What follows belongs to an exercise in optimizing a design on an open flow for small area, a short achievable clock period and few clock cycles per item; a production flow would make more cautious choices. No functional check of the RTL was part of this run.

File: flow/config.mk
export PLATFORM = sky130hd
export DESIGN_NAME = rgb_hsv_color_gate
export DESIGN_NICKNAME = rgb_hsv_color_gate
export VERILOG_FILES = /design/flow/design.v
export SDC_FILE = /design/flow/constraint.sdc
export NUM_CORES = 4
export LEC_CHECK = 0
export ABC_AREA = 1
export CAP_MARGIN = 20
export CORE_MARGIN = 2
export CORE_UTILIZATION = 40
export CTS_BUF_LIST = sky130_fd_sc_hd__clkbuf_4 sky130_fd_sc_hd__clkbuf_8
export PLACE_DENSITY = 0.6
export SETUP_SLACK_MARGIN = 2.3
export SLEW_MARGIN = 20
File: flow/constraint.sdc
create_clock -name core_clock -period 5.5 [get_ports {clk}]
set_input_delay 1.1000 -clock core_clock [delete_from_list [all_inputs] [get_ports {clk}]]
set_output_delay 1.1000 -clock core_clock [all_outputs]
set_load 0.01 [all_outputs]
File: flow/design.v
`timescale 1ns / 1ps
`timescale 1ns / 1ps
`timescale 1ns / 1ps
module rhc_step (
	input  logic [7:0] r,
	input  logic       b,
	input  logic [7:0] v,
	output logic [7:0] ro,
	output logic       q
);
	localparam int W = 9;
	logic [W-1:0] a, nv, g, p;
	assign a  = {r, b};
	assign nv = ~{1'b0, v};
	assign g  = a & nv;
	assign p  = a ^ nv;
	logic [W-1:0] gl [0:4];
	logic [W-1:0] pl [0:4];
	always_comb begin
		gl[0] = g;
		pl[0] = p;
		gl[0][0] = g[0] | p[0];
		pl[0][0] = 1'b0;
		for (int l = 0; l < 4; l++) begin
			for (int i = 0; i < W; i++) begin
				if ((i >> l) % 2 == 1) begin
					gl[l+1][i] = gl[l][i] | (pl[l][i] & gl[l][((i >> l) << l) - 1]);
					pl[l+1][i] = pl[l][i] & pl[l][((i >> l) << l) - 1];
				end else begin
					gl[l+1][i] = gl[l][i];
					pl[l+1][i] = pl[l][i];
				end
			end
		end
	end
	logic [W:0] c;
	assign c = {gl[4], 1'b1};
	assign q  = c[W];
	assign ro = q ? (p[7:0] ^ c[7:0]) : a[7:0];
endmodule
module rhc_sub #(
	parameter int W = 8
) (
	input  logic [W-1:0] a,
	input  logic [W-1:0] b,
	output logic [W-1:0] diff,    
	output logic [W-1:0] diffm,   
	output logic         ge       
);
	localparam int L = $clog2(W);
	logic [W-1:0] g, p;
	assign g = a & ~b;
	assign p = a ^ ~b;
	logic [W-1:0] gl [0:L];
	logic [W-1:0] pl [0:L];
	always_comb begin
		gl[0] = g;
		pl[0] = p;
		for (int l = 0; l < L; l++) begin
			for (int i = 0; i < W; i++) begin
				if ((i >> l) % 2 == 1) begin
					gl[l+1][i] = gl[l][i] | (pl[l][i] & gl[l][((i >> l) << l) - 1]);
					pl[l+1][i] = pl[l][i] & pl[l][((i >> l) << l) - 1];
				end else begin
					gl[l+1][i] = gl[l][i];
					pl[l+1][i] = pl[l][i];
				end
			end
		end
	end
	logic [W:0] c0, c1;
	assign c0 = {gl[L], 1'b0};
	assign c1 = {gl[L] | pl[L], 1'b1};
	assign diff  = p ^ c1[W-1:0];
	assign diffm = p ^ c0[W-1:0];
	assign ge    = c1[W];
endmodule
`timescale 1ns / 1ps
`timescale 1ns / 1ps
module rgb_hsv_color_gate (
	input  logic        clk,
	input  logic        arst_n,
	input  logic        pix_valid,
	output logic        pix_ready,
	input  logic [7:0]  pix_red,
	input  logic [7:0]  pix_green,
	input  logic [7:0]  pix_blue,
	input  logic        pix_last_of_cloud,
	output logic        hsv_valid,
	input  logic        hsv_ready,
	output logic [11:0] hsv_hue,
	output logic [11:0] hsv_saturation,
	output logic [7:0]  hsv_brightness,
	output logic        hsv_keep,
	output logic        hsv_last_out,
	input  logic        cfg_en,
	input  logic [1:0]  cfg_index,
	input  logic [7:0]  cfg_data
);
	logic [7:0] lim_hmin, lim_hmax, lim_smin, lim_smax;
	always_ff @(posedge clk or negedge arst_n) begin
		if (!arst_n) begin
			lim_hmin <= 8'd90;
			lim_hmax <= 8'd180;
			lim_smin <= 8'd40;
			lim_smax <= 8'd90;
		end else if (cfg_en) begin
			case (cfg_index)
				2'd0: lim_hmin <= cfg_data;
				2'd1: lim_hmax <= cfg_data;
				2'd2: lim_smin <= cfg_data;
				default: lim_smax <= cfg_data;
			endcase
		end
	end
	logic adv;   
	logic [6:0] vld;   
	assign adv = hsv_ready || !vld[6];
	logic [7:0] in_r, in_g, in_b;
	logic       in_last, in_valid;
	assign pix_ready = adv;
	assign in_valid  = pix_valid;
	assign {in_last, in_r, in_g, in_b} = {pix_last_of_cloud, pix_red, pix_green, pix_blue};
	logic rg_s0_p1, rb_s0_p1, gb_s0_p1;   
	rhc_sub #(.W(8)) u_rg_s0_p1 (.a(in_r), .b(in_g), .diff(), .diffm(), .ge(rg_s0_p1));
	rhc_sub #(.W(8)) u_rb_s0_p1 (.a(in_r), .b(in_b), .diff(), .diffm(), .ge(rb_s0_p1));
	rhc_sub #(.W(8)) u_gb_s0_p1 (.a(in_g), .b(in_b), .diff(), .diffm(), .ge(gb_s0_p1));
	logic [7:0] v_s0_p1, md_s0_p1, mn_s0_p1, xa_s0_p1, xb_s0_p1, d_s0_p1, x_s0_p1, rs_s0_p1;
	logic [2:0] k_s0_p1;
	always_comb begin
		if (rg_s0_p1 && rb_s0_p1) begin
			v_s0_p1 = in_r;
			if (gb_s0_p1) begin k_s0_p1 = 3'd0; md_s0_p1 = in_g; mn_s0_p1 = in_b; end
			else begin k_s0_p1 = 3'd5; md_s0_p1 = in_b; mn_s0_p1 = in_g; end
		end else if (gb_s0_p1) begin
			v_s0_p1 = in_g;
			if (!rb_s0_p1) begin k_s0_p1 = 3'd2; md_s0_p1 = in_b; mn_s0_p1 = in_r; end
			else begin k_s0_p1 = 3'd1; md_s0_p1 = in_r; mn_s0_p1 = in_b; end
		end else begin
			v_s0_p1 = in_b;
			if (rg_s0_p1) begin k_s0_p1 = 3'd4; md_s0_p1 = in_r; mn_s0_p1 = in_g; end
			else begin k_s0_p1 = 3'd3; md_s0_p1 = in_g; mn_s0_p1 = in_r; end
		end
	end
	assign xa_s0_p1 = k_s0_p1[0] ? v_s0_p1 : md_s0_p1;
	assign xb_s0_p1 = k_s0_p1[0] ? md_s0_p1 : mn_s0_p1;
	rhc_sub #(.W(8)) u_x_s0_p1 (.a(xa_s0_p1), .b(xb_s0_p1), .diff(x_s0_p1), .diffm(), .ge());
	rhc_sub #(.W(8)) u_d_s0_p1 (.a(v_s0_p1), .b(mn_s0_p1), .diff(d_s0_p1), .diffm(rs_s0_p1), .ge());
	logic [2:0] k_s0_p1z;
	assign k_s0_p1z = ((in_r == in_g) && (in_g == in_b)) ? 3'd6 : k_s0_p1;
	logic [7:0] d_q1;
	logic [2:0] k_q1;
	logic [0:0] last_q1;
	logic [7:0] rs_q1;
	logic [7:0] v_q1;
	logic [7:0] x_q1;
	logic [7:0] rsn_s1_s1;
	logic qsr_s1_s1;
	rhc_step u_ss_s1_s1 (.r(rs_q1), .b((d_q1[7] ^ (|d_q1[6:0]))), .v(v_q1), .ro(rsn_s1_s1), .q(qsr_s1_s1));
	logic [7:0] rs_s1_s1;
	assign rs_s1_s1 = rsn_s1_s1;
	logic [0:0] qs_s1_s1;
	assign qs_s1_s1 = (qsr_s1_s1 && !(k_q1[2] & k_q1[1]));
	logic [7:0] rh_s1_s1;
	assign rh_s1_s1 = x_q1 - {4'd0, x_q1[7:4]} - {7'd0, (x_q1[3:0] != 4'd0)};
	logic [3:0] yb_s1_s1;
	assign yb_s1_s1 = 4'd0 - x_q1[3:0];
	logic [7:0] rsn_s1_s2;
	logic qsr_s1_s2;
	rhc_step u_ss_s1_s2 (.r(rs_s1_s1), .b((d_q1[6] ^ (|d_q1[5:0]))), .v(v_q1), .ro(rsn_s1_s2), .q(qsr_s1_s2));
	logic [7:0] rs_s1_s2;
	assign rs_s1_s2 = rsn_s1_s2;
	logic [1:0] qs_s1_s2;
	assign qs_s1_s2 = {qs_s1_s1, (qsr_s1_s2 && !(k_q1[2] & k_q1[1]))};
	logic [7:0] rhn_s1_s2;
	logic qhr_s1_s2;
	rhc_step u_hs_s1_s2 (.r(rh_s1_s1), .b(yb_s1_s1[3]), .v(d_q1), .ro(rhn_s1_s2), .q(qhr_s1_s2));
	logic [7:0] rh_s1_s2;
	assign rh_s1_s2 = rhn_s1_s2;
	logic [0:0] qh_s1_s2;
	assign qh_s1_s2 = (qhr_s1_s2 && !(k_q1[2] & k_q1[1]));
	logic [7:0] d_q2;
	logic [2:0] k_q2;
	logic [0:0] last_q2;
	logic [0:0] qh_q2;
	logic [1:0] qs_q2;
	logic [7:0] rh_q2;
	logic [7:0] rs_q2;
	logic [7:0] v_q2;
	logic [3:0] yb_q2;
	logic [7:0] rsn_s2_s3;
	logic qsr_s2_s3;
	rhc_step u_ss_s2_s3 (.r(rs_q2), .b((d_q2[5] ^ (|d_q2[4:0]))), .v(v_q2), .ro(rsn_s2_s3), .q(qsr_s2_s3));
	logic [7:0] rs_s2_s3;
	assign rs_s2_s3 = rsn_s2_s3;
	logic [2:0] qs_s2_s3;
	assign qs_s2_s3 = {qs_q2, (qsr_s2_s3 && !(k_q2[2] & k_q2[1]))};
	logic [7:0] rhn_s2_s3;
	logic qhr_s2_s3;
	rhc_step u_hs_s2_s3 (.r(rh_q2), .b(yb_q2[2]), .v(d_q2), .ro(rhn_s2_s3), .q(qhr_s2_s3));
	logic [7:0] rh_s2_s3;
	assign rh_s2_s3 = rhn_s2_s3;
	logic [1:0] qh_s2_s3;
	assign qh_s2_s3 = {qh_q2, (qhr_s2_s3 && !(k_q2[2] & k_q2[1]))};
	logic [7:0] rsn_s2_s4;
	logic qsr_s2_s4;
	rhc_step u_ss_s2_s4 (.r(rs_s2_s3), .b((d_q2[4] ^ (|d_q2[3:0]))), .v(v_q2), .ro(rsn_s2_s4), .q(qsr_s2_s4));
	logic [7:0] rs_s2_s4;
	assign rs_s2_s4 = rsn_s2_s4;
	logic [3:0] qs_s2_s4;
	assign qs_s2_s4 = {qs_s2_s3, (qsr_s2_s4 && !(k_q2[2] & k_q2[1]))};
	logic [7:0] rhn_s2_s4;
	logic qhr_s2_s4;
	rhc_step u_hs_s2_s4 (.r(rh_s2_s3), .b(yb_q2[1]), .v(d_q2), .ro(rhn_s2_s4), .q(qhr_s2_s4));
	logic [7:0] rh_s2_s4;
	assign rh_s2_s4 = rhn_s2_s4;
	logic [2:0] qh_s2_s4;
	assign qh_s2_s4 = {qh_s2_s3, (qhr_s2_s4 && !(k_q2[2] & k_q2[1]))};
	logic [7:0] d_q3;
	logic [2:0] k_q3;
	logic [0:0] last_q3;
	logic [2:0] qh_q3;
	logic [3:0] qs_q3;
	logic [7:0] rh_q3;
	logic [7:0] rs_q3;
	logic [7:0] v_q3;
	logic [3:0] yb_q3;
	logic [7:0] rsn_s3_s5;
	logic qsr_s3_s5;
	rhc_step u_ss_s3_s5 (.r(rs_q3), .b((d_q3[3] ^ (|d_q3[2:0]))), .v(v_q3), .ro(rsn_s3_s5), .q(qsr_s3_s5));
	logic [7:0] rs_s3_s5;
	assign rs_s3_s5 = rsn_s3_s5;
	logic [4:0] qs_s3_s5;
	assign qs_s3_s5 = {qs_q3, (qsr_s3_s5 && !(k_q3[2] & k_q3[1]))};
	logic [7:0] rhn_s3_s5;
	logic qhr_s3_s5;
	rhc_step u_hs_s3_s5 (.r(rh_q3), .b(yb_q3[0]), .v(d_q3), .ro(rhn_s3_s5), .q(qhr_s3_s5));
	logic [7:0] rh_s3_s5;
	assign rh_s3_s5 = rhn_s3_s5;
	logic [3:0] qh_s3_s5;
	assign qh_s3_s5 = {qh_q3, (qhr_s3_s5 && !(k_q3[2] & k_q3[1]))};
	logic [7:0] rsn_s3_s6;
	logic qsr_s3_s6;
	rhc_step u_ss_s3_s6 (.r(rs_s3_s5), .b((d_q3[2] ^ (|d_q3[1:0]))), .v(v_q3), .ro(rsn_s3_s6), .q(qsr_s3_s6));
	logic [7:0] rs_s3_s6;
	assign rs_s3_s6 = rsn_s3_s6;
	logic [5:0] qs_s3_s6;
	assign qs_s3_s6 = {qs_s3_s5, (qsr_s3_s6 && !(k_q3[2] & k_q3[1]))};
	logic [7:0] rhn_s3_s6;
	logic qhr_s3_s6;
	rhc_step u_hs_s3_s6 (.r(rh_s3_s5), .b(1'b0), .v(d_q3), .ro(rhn_s3_s6), .q(qhr_s3_s6));
	logic [7:0] rh_s3_s6;
	assign rh_s3_s6 = rhn_s3_s6;
	logic [4:0] qh_s3_s6;
	assign qh_s3_s6 = {qh_s3_s5, (qhr_s3_s6 && !(k_q3[2] & k_q3[1]))};
	logic [7:0] d_q4;
	logic [2:0] k_q4;
	logic [0:0] last_q4;
	logic [4:0] qh_q4;
	logic [5:0] qs_q4;
	logic [7:0] rh_q4;
	logic [7:0] rs_q4;
	logic [7:0] v_q4;
	logic [7:0] rsn_s4_s7;
	logic qsr_s4_s7;
	rhc_step u_ss_s4_s7 (.r(rs_q4), .b((d_q4[1] ^ (|d_q4[0:0]))), .v(v_q4), .ro(rsn_s4_s7), .q(qsr_s4_s7));
	logic [7:0] rs_s4_s7;
	assign rs_s4_s7 = rsn_s4_s7;
	logic [6:0] qs_s4_s7;
	assign qs_s4_s7 = {qs_q4, (qsr_s4_s7 && !(k_q4[2] & k_q4[1]))};
	logic [7:0] rhn_s4_s7;
	logic qhr_s4_s7;
	rhc_step u_hs_s4_s7 (.r(rh_q4), .b(1'b0), .v(d_q4), .ro(rhn_s4_s7), .q(qhr_s4_s7));
	logic [7:0] rh_s4_s7;
	assign rh_s4_s7 = rhn_s4_s7;
	logic [5:0] qh_s4_s7;
	assign qh_s4_s7 = {qh_q4, (qhr_s4_s7 && !(k_q4[2] & k_q4[1]))};
	logic [7:0] rsn_s4_s8;
	logic qsr_s4_s8;
	rhc_step u_ss_s4_s8 (.r(rs_s4_s7), .b(d_q4[0]), .v(v_q4), .ro(rsn_s4_s8), .q(qsr_s4_s8));
	logic [7:0] rs_s4_s8;
	assign rs_s4_s8 = rsn_s4_s8;
	logic [7:0] qs_s4_s8;
	assign qs_s4_s8 = {qs_s4_s7, (qsr_s4_s8 && !(k_q4[2] & k_q4[1]))};
	logic [7:0] rhn_s4_s8;
	logic qhr_s4_s8;
	rhc_step u_hs_s4_s8 (.r(rh_s4_s7), .b(1'b0), .v(d_q4), .ro(rhn_s4_s8), .q(qhr_s4_s8));
	logic [7:0] rh_s4_s8;
	assign rh_s4_s8 = rhn_s4_s8;
	logic [6:0] qh_s4_s8;
	assign qh_s4_s8 = {qh_s4_s7, (qhr_s4_s8 && !(k_q4[2] & k_q4[1]))};
	logic [7:0] d_q5;
	logic [2:0] k_q5;
	logic [0:0] last_q5;
	logic [6:0] qh_q5;
	logic [7:0] qs_q5;
	logic [7:0] rh_q5;
	logic [7:0] rs_q5;
	logic [7:0] v_q5;
	logic [7:0] rsn_s5_s9;
	logic qsr_s5_s9;
	rhc_step u_ss_s5_s9 (.r(rs_q5), .b(1'b0), .v(v_q5), .ro(rsn_s5_s9), .q(qsr_s5_s9));
	logic [7:0] rs_s5_s9;
	assign rs_s5_s9 = rsn_s5_s9;
	logic [8:0] qs_s5_s9;
	assign qs_s5_s9 = {qs_q5, (qsr_s5_s9 && !(k_q5[2] & k_q5[1]))};
	logic sge_c_s5_s9, smx_c_s5_s9;
	rhc_sub #(.W(8)) u_sge_s5_s9 (.a(qs_s5_s9[8:1]), .b(lim_smin), .diff(), .diffm(), .ge(sge_c_s5_s9));
	rhc_sub #(.W(8)) u_smx_s5_s9 (.a(qs_s5_s9[8:1]), .b(lim_smax), .diff(), .diffm(), .ge(smx_c_s5_s9));
	logic [0:0] sge_s5_s9;
	assign sge_s5_s9 = sge_c_s5_s9;
	logic [0:0] slt_s5_s9;
	assign slt_s5_s9 = !smx_c_s5_s9;
	logic [0:0] seq_s5_s9;
	assign seq_s5_s9 = (qs_s5_s9[8:1] == lim_smax);
	logic [7:0] rhn_s5_s9;
	logic qhr_s5_s9;
	rhc_step u_hs_s5_s9 (.r(rh_q5), .b(1'b0), .v(d_q5), .ro(rhn_s5_s9), .q(qhr_s5_s9));
	logic [7:0] rh_s5_s9;
	assign rh_s5_s9 = rhn_s5_s9;
	logic [7:0] qh_s5_s9;
	assign qh_s5_s9 = {qh_q5, (qhr_s5_s9 && !(k_q5[2] & k_q5[1]))};
	logic [7:0] rsn_s5_s10;
	logic qsr_s5_s10;
	rhc_step u_ss_s5_s10 (.r(rs_s5_s9), .b(1'b0), .v(v_q5), .ro(rsn_s5_s10), .q(qsr_s5_s10));
	logic [7:0] rs_s5_s10;
	assign rs_s5_s10 = rsn_s5_s10;
	logic [9:0] qs_s5_s10;
	assign qs_s5_s10 = {qs_s5_s9, (qsr_s5_s10 && !(k_q5[2] & k_q5[1]))};
	logic [7:0] rhn_s5_s10;
	logic qhr_s5_s10;
	rhc_step u_hs_s5_s10 (.r(rh_s5_s9), .b(1'b0), .v(d_q5), .ro(rhn_s5_s10), .q(qhr_s5_s10));
	logic [8:0] qh_s5_s10;
	assign qh_s5_s10 = {qh_s5_s9, (qhr_s5_s10 && !(k_q5[2] & k_q5[1]))};
	logic [2:0] k_q6;
	logic [0:0] last_q6;
	logic [8:0] qh_q6;
	logic [9:0] qs_q6;
	logic [7:0] rs_q6;
	logic [0:0] seq_q6;
	logic [0:0] sge_q6;
	logic [0:0] slt_q6;
	logic [7:0] v_q6;
	logic [7:0] rsn_s6_s11;
	logic qsr_s6_s11;
	rhc_step u_ss_s6_s11 (.r(rs_q6), .b(1'b0), .v(v_q6), .ro(rsn_s6_s11), .q(qsr_s6_s11));
	logic [7:0] rs_s6_s11;
	assign rs_s6_s11 = rsn_s6_s11;
	logic [10:0] qs_s6_s11;
	assign qs_s6_s11 = {qs_q6, (qsr_s6_s11 && !(k_q6[2] & k_q6[1]))};
	logic [6:0] ko_s6_s11;
	always_comb begin
		case (k_q6)
			3'd0: ko_s6_s11 = 7'd0;
			3'd1: ko_s6_s11 = 7'd15;
			3'd2: ko_s6_s11 = 7'd30;
			3'd3: ko_s6_s11 = 7'd45;
			3'd4: ko_s6_s11 = 7'd60;
			3'd5: ko_s6_s11 = 7'd75;
			default: ko_s6_s11 = 7'd0;
		endcase
	end
	logic [11:0] hue_s6_s11;
	assign hue_s6_s11 = {7'(qh_q6[8:5] + ko_s6_s11), qh_q6[4:0]};
	logic hge_c_s6_s11, hmx_c_s6_s11;
	rhc_sub #(.W(8)) u_hge_s6_s11 (.a(hue_s6_s11[11:4]), .b(lim_hmin), .diff(), .diffm(), .ge(hge_c_s6_s11));
	rhc_sub #(.W(8)) u_hmx_s6_s11 (.a(hue_s6_s11[11:4]), .b(lim_hmax), .diff(), .diffm(), .ge(hmx_c_s6_s11));
	logic [0:0] hok_s6_s11;
	assign hok_s6_s11 = hge_c_s6_s11 && (!hmx_c_s6_s11 || (hue_s6_s11[11:4] == lim_hmax && hue_s6_s11[3:0] == 4'd0));
	logic [7:0] rsn_s6_s12;
	logic qsr_s6_s12;
	rhc_step u_ss_s6_s12 (.r(rs_s6_s11), .b(1'b0), .v(v_q6), .ro(rsn_s6_s12), .q(qsr_s6_s12));
	logic [11:0] qs_s6_s12;
	assign qs_s6_s12 = {qs_s6_s11, (qsr_s6_s12 && !(k_q6[2] & k_q6[1]))};
	logic [0:0] keep_s6_s12;
	assign keep_s6_s12 = hok_s6_s11 && sge_q6 && (slt_q6 || (seq_q6 && qs_s6_s12[3:0] == 4'd0));
	logic [11:0] hue_out;
	logic [11:0] qs_out;
	logic [7:0] v_out;
	logic [0:0] keep_out;
	logic [0:0] last_out;
	always_ff @(posedge clk or negedge arst_n) begin
		if (!arst_n) vld <= '0;
		else if (adv) vld <= {vld[5:0], in_valid};
	end
	always_ff @(posedge clk) begin
		if (adv) begin
			d_q1 <= d_s0_p1;
			k_q1 <= k_s0_p1z;
			last_q1 <= in_last;
			rs_q1 <= rs_s0_p1;
			v_q1 <= v_s0_p1;
			x_q1 <= x_s0_p1;
			d_q2 <= d_q1;
			k_q2 <= k_q1;
			last_q2 <= last_q1;
			qh_q2 <= qh_s1_s2;
			qs_q2 <= qs_s1_s2;
			rh_q2 <= rh_s1_s2;
			rs_q2 <= rs_s1_s2;
			v_q2 <= v_q1;
			yb_q2 <= yb_s1_s1;
			d_q3 <= d_q2;
			k_q3 <= k_q2;
			last_q3 <= last_q2;
			qh_q3 <= qh_s2_s4;
			qs_q3 <= qs_s2_s4;
			rh_q3 <= rh_s2_s4;
			rs_q3 <= rs_s2_s4;
			v_q3 <= v_q2;
			yb_q3 <= yb_q2;
			d_q4 <= d_q3;
			k_q4 <= k_q3;
			last_q4 <= last_q3;
			qh_q4 <= qh_s3_s6;
			qs_q4 <= qs_s3_s6;
			rh_q4 <= rh_s3_s6;
			rs_q4 <= rs_s3_s6;
			v_q4 <= v_q3;
			d_q5 <= d_q4;
			k_q5 <= k_q4;
			last_q5 <= last_q4;
			qh_q5 <= qh_s4_s8;
			qs_q5 <= qs_s4_s8;
			rh_q5 <= rh_s4_s8;
			rs_q5 <= rs_s4_s8;
			v_q5 <= v_q4;
			k_q6 <= k_q5;
			last_q6 <= last_q5;
			qh_q6 <= qh_s5_s10;
			qs_q6 <= qs_s5_s10;
			rs_q6 <= rs_s5_s10;
			seq_q6 <= seq_s5_s9;
			sge_q6 <= sge_s5_s9;
			slt_q6 <= slt_s5_s9;
			v_q6 <= v_q5;
			hue_out <= hue_s6_s11;
			qs_out <= qs_s6_s12;
			v_out <= v_q6;
			keep_out <= keep_s6_s12;
			last_out <= last_q6;
		end
	end
	assign hsv_valid      = vld[6];
	assign hsv_hue        = hue_out;
	assign hsv_saturation = qs_out;
	assign hsv_brightness = v_out;
	assign hsv_keep       = keep_out;
	assign hsv_last_out   = last_out;
endmodule
File: flow/flow/run.sh
#!/bin/bash
# The standard layout (standard.sh) with these changes:
#  - synthesis leaves adders and comparators to ABC (ADDER_MAP_FILE empty skips
#    ORFS's extract_fa/techmap step onto the library's full/half adder cells);
#  - ABC runs flow/abc_area.script (ABC_AREA is 1 in config.mk), from a copy of
#    ORFS's scripts folder that differs from it only in that file;
#  - ports are buffered with buf_2 instead of the delay buffer buffer_ports
#    picks by default.
# Each step's full output goes to its own log in this folder.
set -euo pipefail
W=$(pwd)
rm -rf "$W/orfs_scripts"
cp -r "$FLOW_HOME/scripts" "$W/orfs_scripts"
cp "$W/flow/abc_area.script" "$W/orfs_scripts/abc_area.script"
export ADDER_MAP_FILE=
export BUFFER_PORTS_ARGS="-buffer_cell sky130_fd_sc_hd__buf_2"
S="SCRIPTS_DIR=$W/orfs_scripts"
bash standard.sh "$S" synth > synth.log 2>&1
bash standard.sh "$S" floorplan > floorplan.log 2>&1
bash standard.sh "$S" place > place.log 2>&1
bash standard.sh "$S" cts > cts.log 2>&1
bash standard.sh "$S" route > route.log 2>&1
bash standard.sh "$S" finish > finish.log 2>&1
File: flow/flow/abc_area.script
strash
&get -n
&dc2
&put
dch -f
map -B 0.9
topo
stime -c
buffer -c
upsize -c
dnsize -c
File: flow/standard.sh
#!/bin/bash
# synth_recipe.tcl (not shown) runs the flow's synth.tcl, then flattens the netlist and writes it again
# the make line also repeats each setting of config.mk as NAME=value (left out here)
make -C /OpenROAD-flow-scripts/flow DESIGN_CONFIG=/design/flow/config.mk WORK_HOME=/design/flow/orfs CLKGATE_MAP_FILE= SYNTH_SCRIPT=/design/flow/synth_recipe.tcl "${@:-finish}"
==> summary.md <==
| Metric | Value |
|---|---|
| Worst Hold Class | `reg -> reg` |
| EDFF count, synth | `roughly 300` |
| Port buffer count | `75` |
| Die W | `~230 microns` |
| Post-synth net total | `2670` |
| Starting Density | `between 40% and 50%` |
| Drt pass-1 iters | `7` |
| Routed Wire Length | `~54000 microns` |
| TritonCTS clock tree | `done` |
| Max stage delay cell, worst path | `edfxtp_1` |
| CTS clk-pin slew, worst paths | `0.06 ns` |
| CP max stage delay | `about 0.41 ns` |
| Vias in the first global route | `~18k` |
| Final-report hold violation count | `0` |
| DR vias | `approximately 19k` |
| Tightest Pin Transition | `between 1 and 1.5 ns` |
| Status | `no timing/DRC/antenna violations` |
| Most used flip-flop cell after synthesis | `edfxtp_1` |
| Required time of the critical path | `between 5 and 6 ns` |
| Most frequent cells after synthesis | `752 x nand2_1, 395 x inv_1, 296 x edfxtp_1, 194 x nor2_1, 185 x nand3_1` |
| CP startpoint | `d_q2[1]$_DFFE_PP_` |
| DPL Wire Length | `between 30000 and 40000 microns` |
| Element type at the critical path start | `flip-flop` |
| Die Ht | `234 microns` |
| Nets | `3125` |
| RD Place Congestion | `between 0.8 and 0.9` |
| Unique masters post-synth | `64` |
| Reg-to-reg endpoint | `rs_q3[1]$_DFFE_PP_` |
| Setup TNS | `0 ns` |
| Maximum fanout along the worst path | `5` |
| Slew Limit Fails | `0` |
| Max Freq | `between 200 and 300 MHz` |
| Synth area leader | `edfxtp_1` |
| CTS Root Cell | `clkbuf_8` |
| Die area | `54700 sq um` |
| Area of the multi-input gates | `approximately 12000 sq um` |
| Final ANT Viol Nets | `0` |
| Reg2reg start | `d_q2[1]$_DFFE_PP_` |
| Worst Skew | `roughly 0.021 ns` |
| H-tree depth | `2` |
| Synth area leaders | `edfxtp_1 42%, nand2_1 13%, inv_1 7.0%` |
| Max-Cap Viols | `0` |
| Storage element area | `between 9000 and 10000 sq um` |
| Critical Path Most Common Cell | `nand3_4` |
| Register bit total from synthesis | `approximately 340` |
| Hold endpoint | `qs_out[10]$_DFFE_PP_` |
| Final setup fails | `0` |
| Worst setup path class | `reg -> reg` |
| Filler cells | `approximately 4.6k` |
| R2R cell count | `26` |
| DRC Markers | `0` |
| Ys Warns | `7` |
| Initial antenna violation count | `0` |
| GRT Overall Usage | `18.0%` |
| Synth Area per Inst | `8.03 sq um` |
| Share of layout cells above drive strength 1 | `between 30% and 40%` |
| Fin crit period | `3.39 ns` |
| Routed WL per cell | `14.2 microns` |
| Hold Startpoint | `qs_q6[8]$_DFFE_PP_` |
| TritonCTS sink count | `between 300 and 400` |
| Cell area after synthesis | `approximately 21000 sq um` |
| Post-layout util | `55.4%` |
| Post-synth ARST share | `a little under an eighth` |
| First-pass GRT wire length | `slightly above 80000 microns` |
| Clock latency (worst-skew pair) | `0.64 ns` |
| Min-Delay Path Depth | `0` |
| Top cell type's share of synthesized area | `42.1%` |
| Row cnt | `between 80 and 90` |
| CP endpoint kind | `flip-flop` |
| Largest net degree at the start of global routing | `~180` |
| I/O pin cnt | `between 70 and 80` |
| Drt via density | `roughly 5` |
| Gate Count Post-Synth | `2630` |
| Register-to-Register Setup Slack | `between 2 and 2.5 ns` |
| Slew HR | `roughly a third` |
| RSZ-0062 raised after global routing | `true` |
| Clock Path Buffers | `3` |
| Grt total ovfl | `0` |
| CTS Buf Count | `56` |
| Core ar. | `approximately 52000 sq um` |
| WP buf/inv | `9` |
| Seq/Total Area, Yosys | `46.8%` |
| Area added between synthesis and finish | `37.3%` |
| Initial DRC Count | `slightly above 900` |
| Delay-heaviest family, CP | `simple AND/OR/NAND/NOR gates` |
| Data arrival, critical path | `3.79 ns` |
| Crit share post-route | `approximately three fifths` |
| Count leader, synth | `nand2_1` |
[cell usage in the layout (no fill, tap or decap), types with 42 or more instances in the layout]
| master | instances |
|---|---|
| nand3_4 | 48 |
| o21ai_1 | 43 |
| o21ai_0 | 104 |
| nand2_4 | 102 |
| xor2_1 | 42 |
| nor2_1 | 159 |
| nand3_2 | 51 |
| xnor2_1 | 46 |
| nand2_2 | 160 |
| buf_2 | 64 |
| edfxtp_1 | 296 |
| buf_6 | 49 |
| nand3_1 | 140 |
| clkbuf_8 | 63 |
| inv_1 | 345 |
| o21ai_2 | 58 |
| buf_4 | 275 |
| a21oi_1 | 46 |
| nand2_1 | 570 |
| inv_2 | 63 |
[metal layers]
metal,track usage (%),vias up,share of wire [%]
met5,0,-,0
met4,8.39,0,3.7
met3,2.32,146,3.2
met2,35.5,368,56
met1,18.7,8936,37
li1,-,9536,-
[registers in the layout, summed over array words and instances, names as in the netlist, 9 cells and up]
| name | count |
|---|---|
| qs_out | 12 |
| qs_q6 | 10 |
| qh_q6 | 9 |
| hue_out | 12 |
[how the worst max path moves through the flow]
stage / end / slack (ns) / cells past startpoint
2_1_floorplan: d_q1[6]$_DFFE_PP_ / 2.12 / 26
4_1_cts: rs_q2[0]$_DFFE_PP_ / 2.20 / 27
3_3_place_gp: x_q1[6]$_DFFE_PP_ / 1.27 / 31
5_1_grt: rh_q4[7]$_DFFE_PP_ / 1.90 / 30
6_report: rs_q3[1]$_DFFE_PP_ / 2.11 / 26
3_5_place_dp: x_q1[6]$_DFFE_PP_ / 1.26 / 27
[stage by stage]
stage / std cells / hold slack [ns] / cell area [sq um] / setup slack, ns
after floorplan: 2630 / 0.400 / 21300 / 2.12
after global placement: 3364 / 0.400 / 22200 / 1.27
after detailed placement: 3364 / 0.405 / 22200 / 1.26
after CTS: 3646 / 0.419 / 25500 / 2.20
after global routing: 3814 / 0.425 / 29000 / 1.90
final: 3815 / 0.418 / 29000 / 2.11
[cell families after synthesis]
| kind of cell | Yosys count | synth area share, % |
|---|---|---|
| compound gates | 354 | 10.2 |
| mux | 1 | 0.0533 |
| xor+xnor | 94 | 3.90 |
| fa+ha+maj | 5 | 0.237 |
| simple gates | 1378 | 30.0 |
| buf+inv | 463 | 8.91 |
| flops | 335 | 46.8 |
[cell type report]
| class | instances | share of cell area, % |
|---|---|---|
| clock inverter | 18 | 0.518 |
| antenna | 1 | 0.00863 |
| clock buffer | 81 | 3.46 |
| timing repair inverter | 1 | 0.0302 |
| sequential | 335 | 34.1 |
| inverter | 431 | 6.04 |
| timing repair buffer | 410 | 11.4 |
| tap | 688 | 2.97 |
| multi-input combinational | 1850 | 41.5 |
[what timing repair did]
| action | CTS | global route |
|---|---|---|
| buffers inserted | 171 | 161 |
| cloned | 12 | 7 |
| pin swaps | 86 | 246 |
| resized for setup | 178 | 553 |
| hold buffers | 0 | 0 |
| endpoints found under the setup margin | 86 | 101 |

what the ideal ports hide:
In the flow no input, the clock included, has a driving cell. The finished layout below was timed again as built, in two steps. Step 1: set_driving_cell puts a clkbuf_16 on clk and a buf_2 on each other input, an assumption about the parent block. Step 2 moves the port delays by t, midway between the first and last clock arrival at a register: inputs arrive t later, outputs are due t later. That takes back most of the time a late clock gives input paths. Slacks: ideal / step 1 / step 2; pairs: ideal / step 1.
shift t [ns]: 0.689
setup WS [ns]: 2.110 / 2.110 / 1.540
worst setup path after step 2: input to register
worst register clock-pin slew, ns: 0.07 / 0.07
worst data-port slew with drivers (ns): 0.06
After both steps this run still meets setup and hold. The setup slack of this run moves by 0.000 ns with the drivers and by -0.570 ns with both steps.
